From an optimization exercise on the open Yosys and OpenROAD flow, aimed at small area, a short achievable clock period and few clock cycles per item; shortcuts taken in it are not production practice. Function was not checked in any run shown here: the RTL went through the layout flow alone. Power figures rest on the tool's default switching activity, not on a simulated workload.

<file path="flow/design.v">
package cma_pkg;
  localparam int CMA_MAX_HALF_WIDTH = 31;
  localparam int CMA_SAMPLE_BITS    = 24;
  localparam int VALUE_W = 24;
  localparam int YEAR_W  = 14;
  localparam int MONTH_W = 4;
  localparam int TAG_W   = YEAR_W + MONTH_W;
  localparam int CFG_W   = 5;
  localparam int TDATA_W = 48;
  localparam int CNT_W   = 6;                  
  localparam int ACC_W   = VALUE_W + CNT_W;    
endpackage
module cma_dline #(
  parameter int W     = 24,
  parameter int NSEG  = 5,
  parameter int LBASE = 1
) (
  input  logic            clk,
  input  logic            step,
  input  logic [NSEG-1:0] sel,
  input  logic [W-1:0]    din,
  output logic [W-1:0]    dout
);
  logic [W-1:0] chain [0:NSEG];
  assign chain[0] = din;
  for (genvar j = 0; j < NSEG; j++) begin : g_seg
    localparam int L = LBASE << j;
    logic [L*W-1:0] sr;
    if (L == 1) begin : g_one
      always_ff @(posedge clk) begin
        if (step) sr <= chain[j];
      end
    end else begin : g_many
      always_ff @(posedge clk) begin
        if (step) sr <= {sr[(L-1)*W-1:0], chain[j]};
      end
    end
    assign chain[j+1] = sel[j] ? sr[L*W-1 -: W] : chain[j];
  end
  always_ff @(posedge clk) begin
    if (step) dout <= chain[NSEG];
  end
endmodule
import cma_pkg::*;
module cma_slot (
  input  logic             clk,
  input  logic             clr,         
  input  logic             step,        
  input  logic             take,        
  input  logic             tlast,
  input  logic [VALUE_W-1:0] x,
  input  logic [VALUE_W-1:0] popv,      
  input  logic [4:0]       h,
  output logic             busy,
  output logic             ended,
  output logic             emit,        
  output logic             last,        
  output logic             user,
  output logic             ended_nx,    
  output logic             done,        
  output logic [ACC_W-1:0] acc_add,
  output logic [ACC_W-1:0] acc_pop,
  output logic [CNT_W-1:0] n
);
  logic [5:0]       t;
  logic [4:0]       f;
  logic             short_q;
  logic             part;
  logic             pv;
  logic [CNT_W-1:0] n0;
  logic [ACC_W-1:0] add0;
  logic [ACC_W-1:0] pop0;
  logic             c_add;
  logic             c_pop;
  logic             ended1;
  logic [4:0]       f1;
  logic             short1;
  assign part   = step && (busy || take);
  assign pv     = ({1'b0, t} > {1'b0, h, 1'b0});
  assign n0     = busy ? n : '0;
  assign add0   = busy ? acc_add : '0;
  assign pop0   = busy ? acc_pop : '0;
  assign c_add  = take && !pv && n0[0];
  assign c_pop  = pv && !take && !n0[0];
  assign ended1 = ended || (take && tlast);
  assign f1     = ended ? f + 5'd1 : 5'd0;
  assign short1 = ended ? short_q : (t < {h, 1'b0});
  assign done   = part && ended1 && (f1 == h);
  assign emit   = part && (t >= {1'b0, h}) && (take || ended);
  assign last   = done;
  assign user   = done && short1;
  assign ended_nx = busy ? (ended1 && !done) : (take && tlast && !done);
  always_ff @(posedge clk) begin
    if (clr) begin
      busy  <= 1'b0;
      ended <= 1'b0;
      t     <= '0;
      f     <= '0;
    end else if (part) begin
      if (done) begin
        busy  <= 1'b0;
        ended <= 1'b0;
        t     <= '0;
        f     <= '0;
      end else begin
        busy  <= 1'b1;
        ended <= ended1;
        t     <= (t == 6'd63) ? t : t + 6'd1;
        f     <= f1;
      end
    end
  end
  always_ff @(posedge clk) begin
    if (part) begin
      short_q <= short1;
      n       <= n0 + CNT_W'(take) - CNT_W'(pv);
      acc_add <= add0 + (take ? ACC_W'(x) : '0) + ACC_W'(c_add);
      acc_pop <= pop0 + (pv ? ACC_W'(popv) : '0) + ACC_W'(c_pop);
    end
  end
endmodule
module cma_divider #(
  parameter int QW = 24,
  parameter int DW = 6,
  parameter int K  = 3,
  parameter int XW = 20
) (
  input  logic             clk,
  input  logic             rst,
  input  logic             en,
  input  logic             in_valid,
  input  logic [QW+DW-1:0] in_num,
  input  logic [DW-1:0]    in_den,
  input  logic [XW-1:0]    in_side,
  output logic             out_valid,
  output logic [QW-1:0]    out_q,
  output logic [XW-1:0]    out_side
);
  localparam int NS = (QW + K - 1) / K;
  logic [NS:0]         v;
  logic [DW-1:0]       r    [0:NS];
  logic [DW-1:0]       d    [0:NS];
  logic [QW-1:0]       b    [0:NS];
  logic [XW-1:0]       s    [0:NS];
  assign v[0] = in_valid;
  assign r[0] = in_num[QW+DW-1:QW];
  assign d[0] = in_den;
  assign b[0] = in_num[QW-1:0];
  assign s[0] = in_side;
  for (genvar g = 0; g < NS; g++) begin : g_st
    localparam int NSTEP = ((g + 1) * K > QW) ? (QW - g * K) : K;
    logic [DW-1:0] rr [0:NSTEP];
    logic [QW-1:0] bb [0:NSTEP];
    assign rr[0] = r[g];
    assign bb[0] = b[g];
    for (genvar k = 0; k < NSTEP; k++) begin : g_step
      logic [DW:0] trial;
      logic [DW:0] diff;
      logic        fits;
      assign trial = {rr[k], bb[k][QW-1]};
      assign diff  = trial - {1'b0, d[g]};
      assign fits  = !diff[DW];
      assign rr[k+1] = fits ? diff[DW-1:0] : trial[DW-1:0];
      assign bb[k+1] = {bb[k][QW-2:0], fits};
    end
    logic          vq;
    logic [DW-1:0] rq;
    logic [DW-1:0] dq;
    logic [QW-1:0] bq;
    logic [XW-1:0] sq;
    always_ff @(posedge clk) begin
      if (rst) begin
        vq <= 1'b0;
      end else if (en) begin
        vq <= v[g];
      end
    end
    always_ff @(posedge clk) begin
      if (en) begin
        rq <= rr[NSTEP];
        dq <= d[g];
        bq <= bb[NSTEP];
        sq <= s[g];
      end
    end
    assign v[g+1] = vq;
    assign r[g+1] = rq;
    assign d[g+1] = dq;
    assign b[g+1] = bq;
    assign s[g+1] = sq;
  end
  assign out_valid = v[NS];
  assign out_q     = b[NS];
  assign out_side  = s[NS];
endmodule
import cma_pkg::*;
module centered_moving_average_unit #(
  parameter int MAX_HALF_WIDTH = CMA_MAX_HALF_WIDTH,
  parameter int SAMPLE_BITS    = CMA_SAMPLE_BITS
) (
  input  logic               clk,
  input  logic               rst,
  input  logic               cfg_wr_en,
  input  logic [CFG_W-1:0]   cfg_wr_data,    
  input  logic               s_axis_tvalid,
  output logic               s_axis_tready,
  input  logic [TDATA_W-1:0] s_axis_tdata,   
  input  logic               s_axis_tlast,   
  output logic               m_axis_tvalid,
  input  logic               m_axis_tready,
  output logic [TDATA_W-1:0] m_axis_tdata,   
  output logic               m_axis_tlast,   
  output logic               m_axis_tuser    
);
  localparam int DIV_K = 3;
  localparam int SIDE_W = TAG_W + 2;
  localparam int RES_W  = VALUE_W + SIDE_W;
  logic [4:0]         h;
  logic               clr;
  logic               in_valid;
  logic [VALUE_W-1:0] in_x;
  logic [TAG_W-1:0]   in_tag;
  logic               in_last;
  logic               acc;
  logic               en;
  logic               skid_valid;
  logic               skid_valid_nx;
  logic               ptr;
  logic [1:0]         s_busy, s_ended, s_emit, s_last, s_user, s_ended_nx, s_done, s_take;
  logic [ACC_W-1:0]   s_add [0:1];
  logic [ACC_W-1:0]   s_pop [0:1];
  logic [CNT_W-1:0]   s_n   [0:1];
  logic               cur_busy, cur_ended, oth_busy;
  logic               take_sample;
  logic               step;
  logic               consume;
  logic               flip;
  logic               ptr_nx;
  logic               cur_ended_nx;
  logic [VALUE_W-1:0] popv;
  logic [TAG_W-1:0]   ctag;
  logic               e_valid;
  logic               e_slot;
  logic               e_last;
  logic               e_user;
  logic               p_valid;
  logic [ACC_W-1:0]   p_num;
  logic [CNT_W-1:0]   p_den;
  logic [SIDE_W-1:0]  p_side;
  logic               d_valid;
  logic [VALUE_W-1:0] d_q;
  logic [SIDE_W-1:0]  d_side;
  logic               arrive;
  logic [RES_W-1:0]   arr_data;
  logic [RES_W-1:0]   skid_data;
  logic [RES_W-1:0]   out_data;
  logic               out_take;
  assign clr = rst || cfg_wr_en;
  assign en  = !skid_valid;
  assign acc = s_axis_tvalid && s_axis_tready && !rst;
  always_ff @(posedge clk) begin
    if (rst) begin
      in_valid <= 1'b0;
    end else begin
      in_valid <= (in_valid && !consume && !cfg_wr_en) || acc;
    end
  end
  always_ff @(posedge clk) begin
    if (s_axis_tready) begin
      in_x    <= s_axis_tdata[VALUE_W-1:0];
      in_tag  <= s_axis_tdata[VALUE_W +: TAG_W];
      in_last <= s_axis_tlast;
    end
  end
  always_ff @(posedge clk) begin
    if (rst) begin
      s_axis_tready <= 1'b1;
    end else begin
      s_axis_tready <= !((in_valid && !consume && !cfg_wr_en) || acc) || (!skid_valid_nx && !cur_ended_nx);
    end
  end
  always_ff @(posedge clk) begin
    if (rst) begin
      h <= '0;
    end else if (cfg_wr_en) begin
      h <= cfg_wr_data;
    end
  end
  assign cur_busy    = ptr ? s_busy[1] : s_busy[0];
  assign cur_ended   = ptr ? s_ended[1] : s_ended[0];
  assign oth_busy    = ptr ? s_busy[0] : s_busy[1];
  assign take_sample = in_valid && !cur_ended;
  assign step        = en && !cfg_wr_en && (take_sample || cur_ended || (!cur_busy && oth_busy));
  assign consume     = step && take_sample;
  assign s_take[0]   = consume && !ptr;
  assign s_take[1]   = consume && ptr;
  assign flip = ptr ? (s_ended_nx[1] && (!s_busy[0] || s_done[0]))
                    : (s_ended_nx[0] && (!s_busy[1] || s_done[1]));
  assign ptr_nx = step ? (ptr ^ flip) : ptr;
  assign cur_ended_nx = step ? (ptr_nx ? s_ended_nx[1] : s_ended_nx[0])
                             : (ptr ? s_ended[1] : s_ended[0]);
  always_ff @(posedge clk) begin
    if (clr) begin
      ptr <= 1'b0;
    end else begin
      ptr <= ptr_nx;
    end
  end
  for (genvar i = 0; i < 2; i++) begin : g_slot
    cma_slot u_slot (
      .clk      (clk),
      .clr      (clr),
      .step     (step),
      .take     (s_take[i]),
      .tlast    (in_last),
      .x        (in_x),
      .popv     (popv),
      .h        (h),
      .busy     (s_busy[i]),
      .ended    (s_ended[i]),
      .emit     (s_emit[i]),
      .last     (s_last[i]),
      .user     (s_user[i]),
      .ended_nx (s_ended_nx[i]),
      .done     (s_done[i]),
      .acc_add  (s_add[i]),
      .acc_pop  (s_pop[i]),
      .n        (s_n[i])
    );
  end
  cma_dline #(.W(VALUE_W), .NSEG(5), .LBASE(2)) u_vline (
    .clk  (clk),
    .step (step),
    .sel  (h),
    .din  (in_x),
    .dout (popv)
  );
  cma_dline #(.W(TAG_W), .NSEG(5), .LBASE(1)) u_tline (
    .clk  (clk),
    .step (step),
    .sel  (h),
    .din  (in_tag),
    .dout (ctag)
  );
  always_ff @(posedge clk) begin
    if (rst) begin
      e_valid <= 1'b0;
    end else if (en) begin
      e_valid <= step && (s_emit[0] || s_emit[1]);
    end
  end
  always_ff @(posedge clk) begin
    if (en) begin
      e_slot <= s_emit[1];
      e_last <= s_emit[1] ? s_last[1] : s_last[0];
      e_user <= s_emit[1] ? s_user[1] : s_user[0];
    end
  end
  always_ff @(posedge clk) begin
    if (rst) begin
      p_valid <= 1'b0;
    end else if (en) begin
      p_valid <= e_valid;
    end
  end
  always_ff @(posedge clk) begin
    if (en) begin
      p_num  <= e_slot ? (s_add[1] - s_pop[1]) : (s_add[0] - s_pop[0]);
      p_den  <= e_slot ? s_n[1] : s_n[0];
      p_side <= {ctag, e_last, e_user};
    end
  end
  cma_divider #(.QW(VALUE_W), .DW(CNT_W), .K(DIV_K), .XW(SIDE_W)) u_div (
    .clk       (clk),
    .rst       (rst),
    .en        (en),
    .in_valid  (p_valid),
    .in_num    (p_num),
    .in_den    (p_den),
    .in_side   (p_side),
    .out_valid (d_valid),
    .out_q     (d_q),
    .out_side  (d_side)
  );
  assign arrive   = en && d_valid;
  assign arr_data = {d_side, d_q};
  assign out_take = !m_axis_tvalid || m_axis_tready;
  assign skid_valid_nx = out_take ? 1'b0 : (skid_valid || arrive);
  always_ff @(posedge clk) begin
    if (rst) begin
      m_axis_tvalid <= 1'b0;
      skid_valid    <= 1'b0;
    end else begin
      skid_valid <= skid_valid_nx;
      if (out_take) begin
        m_axis_tvalid <= skid_valid || arrive;
      end
    end
  end
  always_ff @(posedge clk) begin
    if (out_take) begin
      out_data <= skid_valid ? skid_data : arr_data;
    end
  end
  always_ff @(posedge clk) begin
    if (!out_take && !skid_valid) begin
      skid_data <= arr_data;
    end
  end
  assign m_axis_tdata = {{(TDATA_W - VALUE_W - TAG_W){1'b0}}, out_data[RES_W-1 -: TAG_W], out_data[VALUE_W-1:0]};
  assign m_axis_tlast = out_data[VALUE_W + 1];
  assign m_axis_tuser = out_data[VALUE_W];
endmodule
</file>
<file path="flow/run.sh">
#!/bin/bash
# synth_recipe.tcl (not shown) runs the flow's synth.tcl, then flattens the netlist and writes it again
# the make line also repeats each setting of config.mk as NAME=value (left out here)
make -C /OpenROAD-flow-scripts/flow DESIGN_CONFIG=/design/flow/config.mk WORK_HOME=/design/flow/orfs CLKGATE_MAP_FILE= SYNTH_SCRIPT=/design/flow/synth_recipe.tcl finish
</file>
<file path="flow/config.mk">
export PLATFORM = sky130hd
export DESIGN_NAME = centered_moving_average_unit
export DESIGN_NICKNAME = centered_moving_average_unit
export VERILOG_FILES = /design/flow/design.v
export SDC_FILE = /design/flow/constraint.sdc
export NUM_CORES = 4
export LEC_CHECK = 0
export CAP_MARGIN = 20
export CORE_MARGIN = 2
export CORE_UTILIZATION = 40
export SLEW_MARGIN = 20
</file>
<file path="flow/constraint.sdc">
create_clock -name core_clock -period 5.5 [get_ports {clk}]
set_input_delay 1.1000 -clock core_clock [delete_from_list [all_inputs] [get_ports {clk}]]
set_output_delay 1.1000 -clock core_clock [all_outputs]
set_load 0.01 [all_outputs]
</file>
==> reports/qor.txt, run 1 <==
largest net degree at the start of global routing = 208
commonest non-fill, non-tap cell in the layout = edfxtp_1
final WL = 201000 µm
drt via density = 4.93
Slew @ Worst Pin = 1060 ps
CP delay by family, top = compound AO/OA/AOI/OAI gates
root buffer cell = clkbuf_16
IO Pins = 111
Worst setup endpoint = u_div.g_st[5].rq[2]
reg2reg end = u_div.g_st[5].rq[2]
Crit. path cell count = 28
CTS tree = done
HP Class = reg2reg
# port buffers = 98
Vias = 53300
critical path type = reg2reg
DP HPWL = 123000 µm
syn_area_per_cell = 18.1 µm²
Rows = 192
crit-path most repeated cell = a21o_1
XOR/XNOR share of the synthesized area = 0.0178
maximum vdd ir drop = 0.565 mV
clock insertion delay at the later pin of the skew report = 900 ps
Async SR Flop Fraction = 0
register area share after synthesis = 0.790
most frequent cells in the layout = edfxtp_1 (2848), buf_4 (586), clkbuf_16 (308)
Layout Check Failures = negative setup slack
Initial Utilization = 0.401
Clock Path Buffers = 4
Post-synth EDFFs = 2848
drt pass-1 iters = 6
Core Area = 273000 µm²
worst rel slew slack = 0.294
vias in the first global route = 53000
first-pass GRT wire length = 307000 µm
slowest CP cell = edfxtp_1
Yosys warning total = 30
crit path time final = 6140 ps
Final Skew = 115 ps
setup slack after layout = -638 ps
Synth Flop Type = edfxtp_1
Yosys cell types = 86
initial antenna violation count = 17
Worst R2R Start = u_div.g_st[4].dq[2]
hold slack = 367 ps
status = complete, but fails checks
leakage = 0.0472 µW
routability cong. = 0.858
Final ANT Viol Nets = 0
Clk pin slew, worst setup/hold paths = 60 ps
WL/cell = 18.6 µm
post-synthesis simple-gate area fraction = 0.0448
GRT Total Usage = 0.141
crit path launch type = flip-flop
Buf/Inv on CP = 2
Gate Count Post-Synth = 6044
Hold Fails Final Rpt = 0
critical path required time = 6050 ps
DRC = 0
TritonCTS Buffers = 302
Max Clock Freq = 163 MHz
die height = 527 µm
pwr/cell area = 513 nW/µm²
reg-to-reg setup timing slack = -640 ps
CTS H-Tree Depth = 5
Starting DRT DRC Count = 4193
fin. max-slew vios = 0
crit end category = flip-flop
CTS Sinks = 2894
synthesized cell area = 109000 µm²
critical path startpoint = u_div.g_st[4].dq[2]
post-synthesis mux area share = 0.0395
register bit count reported by yosys = 2894
Arr. time, crit path = 6690 ps
main combinational cell family by area after synthesis = compound AO/OA/AOI/OAI gates
slowest stage delay, CP = 400 ps
Placed Instance Area = 119000 µm²
Nets = 7412
final worst-path cycle share = 1.12
RSZ-0062 raised after global routing = true
final setup vio count = 47
gr ovfl total = 0
P&R area growth vs syn = 19.4%
Worst Path Max Fanout = 6
Hold-fix buffers, CTS = 0
Die W = 527 µm
# Max-Cap Violations = 0
Die ar. = 278000 µm²
layout cells sized above 1 = 0.223
Design Area, Final = 131000 µm²
Synth Area in Compound Gates = 0.0493
adder-cell share of the synthesized area = 0.0445
R2R depth = 28
## how the worst min path moves through the flow
| stage | start | endpoint | slack (ps) | cells past startpoint |
|---|---|---|---|---|
| 6_report | u_vline.g_seg[4].sr[219] | u_vline.g_seg[4].sr[243] | 370 | 0 |
| 5_1_grt | u_tline.g_seg[4].sr[115] | u_tline.g_seg[4].sr[133] | 370 | 0 |
| 4_1_cts | u_vline.g_seg[4].sr[219] | u_vline.g_seg[4].sr[243] | 370 | 0 |
| 3_5_place_dp | u_tline.dout[16] | p_side[18] | 400 | 0 |
| 3_3_place_gp | u_tline.g_seg[2].sr[11] | u_tline.g_seg[2].sr[29] | 400 | 0 |
| 2_1_floorplan | e_user | p_side[0] | 400 | 0 |
## Yosys cell counts (35+ instances only)
cell type	instances	share of area
edfxtp_1	2848	0.78
ha_1	333	0.038
mux2_2	299	0.031
inv_1	281	0.0096
a21oi_1	253	0.012
nor2_1	200	0.0069
and2_1	189	0.011
nand2_1	161	0.0055
o21ai_0	148	0.0068
xnor2_1	146	0.012
a21o_1	109	0.0075
xor2_1	76	0.0061
clkbuf_1	72	0.0025
nand3_1	70	0.0032
mux2i_1	65	0.0059
nor3_1	63	0.0029
nor2b_1	56	0.0032
nand2b_1	55	0.0031
o21a_1	55	0.0038
dfxtp_1	46	0.0084
and3_1	41	0.0023
o21bai_1	38	0.0026
fa_1	35	0.0064
## per-layer routing
metal  track usage  routed length [µm]  up-vias
met1         0.206               96700    26700
li1              -                   -    25100
met2         0.210               87800     1083
met4        0.0542                7480       14
met5             0                 115        -
met3        0.0233                8610      400
## cells by family after synthesis
| kind of cell | count (synthesis) |
|---|---|
| AO/OA/AOI/OAI | 831 |
| AND/OR/NAND/NOR | 944 |
| flip-flops | 2894 |
| XOR/XNOR | 222 |
| multiplexers | 389 |
| other | 1 |
| buffers and inverters | 395 |
| adder cells (fa/ha/maj) | 368 |
## sequential cells by signal (all words and copies together) (netlist names), 20 cells and up
register / flops
u_vline.g_seg.sr: 1488
g_slot.u_slot.acc_add: 60
u_div.g_st.sq: 160
u_div.g_st.rq: 42
g_slot.u_slot.acc_pop: 60
out_data: 44
p_num: 30
in_x: 24
u_div.g_st.bq: 192
u_div.g_st.dq: 42
skid_data: 44
p_side: 20
u_vline.dout: 24
u_tline.g_seg.sr: 558
## final cells by class
class	instances	area [µm²]
multi-input cells	2760	22700
flip-flops and latches	2894	86500
diodes	3	7.51
fillers	22700	142000
well taps	3589	4490
clock buffers	366	7950
clock inverters	171	1790
inverters	297	1140
repair buffers	730	6060
## what timing repair did
action / CTS / global route
pin swaps: 148 / 98
setup endpoints to repair: 50 / 52
resized for setup: 233 / 76
setup buffers: 94 / 46
## worst register-to-register path: cells and delay by family (launching register included)
| family | cells | cell delay (ps) |
|---|---|---|
| and+or+nand+nor | 8 | 1380 |
| AOI/OAI and AO/OA | 12 | 2020 |
| DFF | 1 | 400 |
| buffers and inverters | 2 | 240 |
| adders and majority gates | 3 | 890 |
| muxes | 3 | 930 |
## where the power goes
part | switching, µW | internal, µW | leakage [µW]
clock network | 8280 | 11700 | 0.00473
registers | 564 | 26400 | 0.0274
logic | 8480 | 11700 | 0.0150
## stage by stage
step / setup WS [ps] / utilization / cells / setup TNS [ps] / total power [µW]
CTS: -670 / 0.476 / 10800 / -17070 / 66300
global placement: -1140 / 0.434 / 10100 / -46180 / 42200
floorplan: -46030 / - / 6049 / - / 37600
global route: -915 / 0.479 / 10800 / -32240 / 70500
detailed placement: -1280 / 0.434 / 10100 / -53060 / 42600
finish: -638 / 0.479 / 10800 / -17890 / 67000
==> run 2, diff against run 1 <==
--- a/flow/config.mk
+++ b/flow/config.mk
@@ -7,2 +7,3 @@
 export LEC_CHECK = 0
+export ABC_CLOCK_PERIOD_IN_PS = 2500
 export CAP_MARGIN = 20
@@ -10,2 +11,3 @@
 export CORE_UTILIZATION = 40
+export SETUP_SLACK_MARGIN = 3.0
 export SLEW_MARGIN = 20
==> run 2 against run 1 <==
Effect of this change:
- still fails the layout checks on negative setup slack
- clock power is essentially flat
- register-to-register slack gained 30 ps
- synthesized cell count is the same
- critical endpoint unchanged
- largest cell class unchanged
==> reports/qor.txt, run 2 <==
count leader, synth = edfxtp_1 (unchanged)
root buffer cell = clkbuf_16 (unchanged)
fin. max-slew vios = 0 (unchanged)
clock insertion delay at the later pin of the skew report = 890 ps (was 900 ps)
Rows = 192 (unchanged)
Yosys top cell by area = edfxtp_1 (unchanged)
Max Clock Freq = 164 MHz (was 163 MHz)
slowest CP cell = edfxtp_1 (unchanged)
Die ar. = 278000 µm² (unchanged)
HP Class = reg2reg (unchanged)
Worst Path Max Fanout = 6 (unchanged)
Synth Flop Type = edfxtp_1 (unchanged)
Layout Check Failures = negative setup slack (unchanged)
register area share after synthesis = 0.790 (unchanged)
Async SR Flop Fraction = 0 (unchanged)
final WL = 206000 µm (was 201000 µm)
Core Util, Final = 0.489 (was 0.479)
setup slack after layout = -608 ps (was -638 ps)
critical path type = reg2reg (unchanged)
crit path time final = 6110 ps (was 6140 ps)
routability cong. = 0.858 (unchanged)
die height = 527 µm (unchanged)
pwr/cell area = 505 nW/µm² (was 513 nW/µm²)
clock power share = 0.296 (was 0.298)
Vias = 54200 (was 53300)
CTS tree = done (unchanged)
initial antenna violation count = 17 (unchanged)
worst rel slew slack = 0.262 (was 0.294)
Hold Fails Final Rpt = 0 (unchanged)
leakage = 0.0482 µW (was 0.0472 µW)
Reg with most FFs = u_vline.g_seg.sr (unchanged)
Seq pwr share = 0.399 (was 0.402)
Post-synth top cells = edfxtp_1 (2848), ha_1 (333), mux2_2 (299), inv_1 (281), a21oi_1 (253) (unchanged)
DP HPWL = 123000 µm (unchanged)
most frequent cells in the layout = edfxtp_1 (2848), buf_4 (616), clkbuf_16 (311) (was edfxtp_1 (2848), buf_4 (586), clkbuf_16 (308))
maximum vdd ir drop = 0.562 mV (was 0.565 mV)
post-synthesis simple-gate area fraction = 0.0448 (unchanged)
Arr. time, crit path = 6660 ps (was 6690 ps)
crit end category = flip-flop (unchanged)
register bit count reported by yosys = 2894 (unchanged)
largest net degree at the start of global routing = 208 (unchanged)
Synth area leaders = edfxtp_1 (78%), ha_1 (3.8%), mux2_2 (3.1%) (unchanged)
Starting DRT DRC Count = 4306 (was 4193)
TritonCTS Buffers = 302 (unchanged)
RSZ-0062 raised after global routing = true (unchanged)
M1 GR Usage = 0.208 (was 0.206)
hold slack = 367 ps (about the same)
crit path launch type = flip-flop (unchanged)
Die W = 527 µm (unchanged)
adder-cell share of the synthesized area = 0.0445 (unchanged)
GR peak layer = met2 (unchanged)
CTS Sinks = 2894 (unchanged)
slowest stage delay, CP = 430 ps (was 400 ps)
Synth Area in Compound Gates = 0.0493 (unchanged)
post-synthesis mux area share = 0.0395 (unchanged)
Final Skew = 110 ps (was 115 ps)
vias in the first global route = 53500 (was 53000)
final setup vio count = 50 (was 47)
Clk pin slew, worst setup/hold paths = 60 ps (about the same)
Core Area = 273000 µm² (unchanged)
status = complete, but fails checks (unchanged)
synthesized cell area = 109000 µm² (unchanged)
Gate Count Post-Synth = 6044 (unchanged)
gr ovfl total = 0 (unchanged)
Yosys cell types = 86 (unchanged)
Post-synth EDFFs = 2848 (unchanged)
placed cells = 10100 (unchanged)
drt pass-1 iters = 6 (unchanged)
max reg flops = 1488 (unchanged)
met3 usage = 0.0233 (unchanged)
# port buffers = 98 (unchanged)
final worst-path cycle share = 1.11 (was 1.12)
layout cells sized above 1 = 0.269 (was 0.223)
Yosys warning total = 30 (unchanged)
syn_area_per_cell = 18.1 µm² (unchanged)
Int Power = 50000 µW (was 49700 µW)
CTS H-Tree Depth = 5 (unchanged)
DRC = 0 (unchanged)
commonest non-fill, non-tap cell in the layout = edfxtp_1 (unchanged)
XOR/XNOR share of the synthesized area = 0.0178 (unchanged)
Initial Utilization = 0.401 (unchanged)
final std cells w/o fill = 10900 (was 10800)
switching share of power = 0.259 (was 0.258)
P&R area growth vs syn = 22.1% (was 19.4%)
Largest regs = u_vline.g_seg.sr: 1488 flops, u_tline.g_seg.sr: 558 flops, u_div.g_st.bq: 192 flops (unchanged)
Final ANT Viol Nets = 0 (unchanged)
main combinational cell family by area after synthesis = compound AO/OA/AOI/OAI gates (unchanged)
Fillers = 22300 (was 22700)
critical path required time = 6050 ps (about the same)
Clock Path Buffers = 4 (unchanged)
drt via density = 4.96 (was 4.93)
switching power = 17500 µW (was 17300 µW)
GRT Total Usage = 0.142 (was 0.141)
Hold-fix buffers, CTS = 0 (unchanged)
first-pass GRT wire length = 311000 µm (was 307000 µm)
IO Pins = 111 (unchanged)
WL/cell = 18.9 µm (was 18.6 µm)
Combinational Power Share = 0.305 (was 0.301)
Nets = 7527 (was 7412)
met2 GRT Util = 0.214 (was 0.210)
Slew @ Worst Pin = 1110 ps (was 1060 ps)
# Max-Cap Violations = 0 (unchanged)
top cell type's share of synthesized area = 0.782 (unchanged)
[run 2: changes by cell type in the layout (fill, tap and decap cells not counted), moves of 16 or more]
cell / change
o21ai_0: -26
a21oi_1: -50
buf_6: +69
buf_4: +30
xnor2_2: +16
ha_1: -28
ha_4: +21
xnor2_1: -16
a21oi_2: +45
[run 2: worst max-delay path: cells and delay by family (launching register included)]
kind | cells | cell delay (ps)
adder cells (fa/ha/maj) | 4 | 1210
flip-flops | 1 | 430
buffers and inverters | 2 | 320
AND/OR/NAND/NOR | 8 | 1200
multiplexers | 3 | 900
AO/OA/AOI/OAI | 12 | 1790
[run 2: timing repair]
| action | in CTS | in global routing |
|---|---|---|
| setup endpoints to repair | 2915 | 2982 |
| pin swaps | 265 | 200 |
| buffers inserted | 142 | 103 |
| endpoints found under the hold margin | 0 | 0 |
| gates cloned | 0 | 3 |
| gates resized for setup | 499 | 258 |
[run 2: layout make-up]
type	count	area [µm²]	area share
Sequential cell	2894	86500	0.648
Multi-Input combinational cell	2760	24300	0.182
Clock buffer	366	7950	0.0595
Timing Repair Buffer	845	7390	0.0553
Tap cell	3589	4490	0.0336
Clock inverter	171	1790	0.0134
Inverter	297	1180	0.00882
Antenna cell	1	2.50	0.0000187
[run 2: final timing paths]
check                            from                        to  slack (ps)  cells after the start
max               u_div.g_st[4].dq[0]       u_div.g_st[5].rq[2]        -610                     29
min          u_vline.g_seg[4].sr[219]  u_vline.g_seg[4].sr[243]         370                      0
max reg2reg       u_div.g_st[4].dq[0]       u_div.g_st[5].rq[2]        -610                     29
min reg2reg  u_vline.g_seg[4].sr[219]  u_vline.g_seg[4].sr[243]         370                      0
[run 2: logic make-up after synthesis]
kind of cell | Yosys count
other | 1
adder cells (fa/ha/maj) | 368
AND/OR/NAND/NOR | 944
buffers and inverters | 395
XOR/XNOR | 222
AO/OA/AOI/OAI | 831
multiplexers | 389
flip-flops | 2894
[run 2: power by group through the flow]
| stage | registers (µW) | clock network [µW] | logic, µW |
|---|---|---|---|
| 3_5_place_dp | 27400 | 0 | 15200 |
| 2_1_floorplan | 28300 | 0 | 9310 |
| 6_report | 26900 | 20000 | 20600 |
| 4_1_cts | 26900 | 20600 | 19000 |
| 5_1_grt | 27100 | 21400 | 22400 |
| 3_3_place_gp | 27300 | 0 | 14800 |
[run 2: stage by stage]
stage	area (µm²)	TNS [ps]	worst slack (ps)	power [µW]
finish	134000	-19390	-608	67500
floorplan	109000	-	-46030	37600
global route	134000	-33090	-913	70900
detailed placement	119000	-53060	-1280	42600
CTS	132000	-17720	-670	66500
global placement	119000	-46180	-1140	42200
[run 2: per-layer routing]
metal | share of wire | vias up
li1 | - | 25300
met1 | 0.47 | 27200
met2 | 0.45 | 1204
met3 | 0.046 | 409
met4 | 0.036 | 8
met5 | 0.00027 | -

==> re-timing with driven ports <==
In the flow no input, the clock included, has a driving cell. The finished layouts below were timed again as built, in two steps. Step 1 assumes that a clkbuf_16 drives the clock port and a buf_2 every other input. Step 2, shift: input delay + t, output delay - t, t = (earliest + latest rising clock arrival at the registers) / 2. This alone moves slack from input paths to output paths. a / b / c = ideal / step 1 / step 2; a / b = the first two.
| run | t (ns) | setup slack, ns | hold WS [ns] | slew at the worst register clock pin (ns) | worst slew at a driven data input, ns |
|---|---|---|---|---|---|
| run 1 | 0.927 | -0.638 / -0.638 / -0.638 | 0.367 / 0.367 / 0.367 | 0.07 / 0.07 | 0.26 |
| run 2 | 0.938 | -0.608 / -0.608 / -0.608 | 0.367 / 0.367 / 0.367 | 0.07 / 0.07 | 0.23 |
